This is an optimization exercise on Yosys and OpenROAD, whose aim is small area, a short achievable clock period and few clock cycles per item, not a production implementation. Function was checked by simulation only, so behaviour that the tests miss may differ from the original. Power and IR drop assume default switching activity.

==> flow/design.v (excerpt) <==
module dmem_responder #(
    parameter int unsigned DEPTH   = 64,
    parameter int unsigned ADDR_W  = 32,
    parameter int unsigned LATENCY = 2
) (
    input  logic              clk,
    input  logic              rst,
    input  logic              req_valid,
    output logic              req_ready,
    input  logic              req_we,
    input  logic [ADDR_W-1:0] req_addr,
    input  logic [2:0]        req_funct3,
    input  logic [31:0]       req_wdata,
    output logic              rsp_valid,
    input  logic              rsp_ready,
    output logic [31:0]       rsp_rdata,
    output logic              rsp_err,
    output logic              busy
);
Size: ~4400 cells after synthesis, ~2300 flip-flops, roughly 110 I/O pins, roughly 89000 µm² of cells after synthesis.
clock: 5.0 ns
lec_check: 0
cap_margin: 20
core_margin: 2
core_utilization: 65
cts_cluster_diameter: 80
cts_cluster_size: 30
setup_slack_margin: 2.6
slew_margin: 20
run.sh (not shown) runs the stock make flow with config.mk's settings and CLKGATE_MAP_FILE= SYNTH_SCRIPT=/design/flow/synth_recipe.tcl, a recipe that flattens the netlist after the stock synthesis.
The baseline finished clean.
Testbench counts at the start, summed over its fixed seeds: cycles 4,816, items 4,800.
Next try:
--- a/flow/config.mk
+++ b/flow/config.mk
@@ -12,3 +12,3 @@
 export CTS_CLUSTER_SIZE = 30
-export SETUP_SLACK_MARGIN = 2.6
+export SETUP_SLACK_MARGIN = 3.0
 export SLEW_MARGIN = 20
What happened:
- routed wire length went up by roughly a tenth
- worst setup slack is better by 170 ps
- hold slack is about the same
- combinational power climbs by about a fifth
- area after synthesis stays the same
- via count came out higher by a few percent
- cell count is higher by a few percent
- clock-buffer cell count stays the same
- first-iteration DRC count went up by about a fifth
- die area does not change


Starting RTL as in the previous note.
make LEC_CHECK=0 CAP_MARGIN=10 CORE_MARGIN=2 CORE_UTILIZATION=65 CTS_CLUSTER_DIAMETER=80 CTS_CLUSTER_SIZE=30 SETUP_SLACK_MARGIN=2.6 SLEW_MARGIN=10 finish   # period 5.0 ns
Testbench counts at the start, summed over its fixed seeds: cycles 4,816, items 4,800.
Then changed:
CAP_MARGIN = 20   (was 10)
SETUP_SLACK_MARGIN = 2.8   (was 2.6)
SLEW_MARGIN = 20   (was 10)
The new run completed without violations; worst setup slack is better by 0.20 ns; synthesized area does not change; wire length goes up by a few percent; cell count goes up slightly; fmax goes up by a little under a tenth; worst hold slack is about the same.
Then changed:
SETUP_SLACK_MARGIN = 2.7   (was 2.8)
What happened: The changed run finished clean. Global-route usage went down by 0.35 points. Routed wire length went down by 1.4%. Power came out lower by 0.32%. Core utilization falls by 0.81 points. Setup slack is worse by 0.12 ns. Final area drops by 1.1%. Die area is unchanged. Non-clock buffer count shrinks by 49.
Then changed:
GPL_ROUTABILITY_DRIVEN = 0   (was unset)
SETUP_SLACK_MARGIN = 2.6   (was 2.7)
Outcome: The changed run finished clean. Global-route usage falls by 0.31 points. Power hardly moves. Count of clock-buffer cells in the layout rises by 9. Utilization rises by 0.28 points.
Then changed:
CORE_UTILIZATION = 70   (was 65)
GPL_ROUTABILITY_DRIVEN = unset   (was 0)
PLACE_DENSITY = 0.8   (was unset)
Global-route usage came out higher by 3.0 points. Power came out lower by 2.1%. Worst setup slack improves by 0.017 ns. Hold slack is about the same. Sequential power stays flat. Via count came out higher by about 1.2%. Cell area came out lower by about 2.6%. Die area came out lower by 7.1%.


Starting RTL as in the previous note.
export LEC_CHECK = 0
export CAP_MARGIN = 20
export CORE_MARGIN = 2
export CORE_UTILIZATION = 65
export CTS_CLUSTER_DIAMETER = 80
export CTS_CLUSTER_SIZE = 30
export SETUP_SLACK_MARGIN = 2.75
export SLEW_MARGIN = 20
create_clock -name core_clock -period 5.0 [get_ports {clk}]
The first run ran to the end with no violations.
Testbench counts at the start, summed over its fixed seeds: cycles 4,816, items 4,800.
==> next run, changes <==
Settings changed: SETUP_SLACK_MARGIN 2.75 to 2.85.
Outcome: The changed run completed with no timing, DRC or antenna violations; final area went up by 2.0%; wire length went up by 2.7%; clock power is about the same; first-iteration DRC count climbs by 3.3%; utilization increases by 1.5 points; worst setup slack gains 0.047 ns; clock skew rose by 0.0093 ns; worst hold slack barely changes; area after synthesis does not change.

[port drivers added, routing unchanged]
The flow's constraints put no driver on any port. The routed layouts listed below were extracted and timed again, unchanged, in two steps.
Step 1 (the two cells are an assumption about what drives the block):
set clk [get_ports {clk}]
set_driving_cell -lib_cell sky130_fd_sc_hd__clkbuf_16 $clk
set_driving_cell -lib_cell sky130_fd_sc_hd__buf_2 [delete_from_list [all_inputs] $clk]
Step 2 times the ports against the registers' clock, not the clock port: input delays grow and output delays shrink by t, the midpoint of the rising clock arrivals with the driver on.
a / b / c = ideal / step 1 / step 2; a / b = the first two.
run | t (ns) | setup WS [ns] | latest minus earliest clock arrival (ns)
the first run of note 1 | 0.831 | 2.507 / 2.382 / 1.551 | 0.045 / 0.046
the second run of note 1 | 0.851 | 2.672 / 2.592 / 1.750 | 0.051 / 0.051
the first run of note 2 | 0.833 | 2.490 / 2.377 / 1.544 | 0.047 / 0.047
the second run of note 2 | 0.839 | 2.689 / 2.528 / 1.689 | 0.056 / 0.056
the third run of note 2 | 0.832 | 2.568 / 2.516 / 1.684 | 0.046 / 0.045
the fourth run of note 2 | 0.845 | 2.449 / 2.454 / 1.610 | 0.041 / 0.041
the fifth run of note 2 | 0.812 | 2.467 / 2.460 / 1.648 | 0.047 / 0.047
the first run of note 3 | 0.842 | 2.627 / 2.396 / 1.554 | 0.046 / 0.046
the second run of note 3 | 0.847 | 2.675 / 2.547 / 1.700 | 0.052 / 0.052
After both steps every run listed still meets setup and hold. The setup slack of the first run of note 3, which loses most, moves by -0.231 ns with the drivers and by -1.073 ns with both steps.
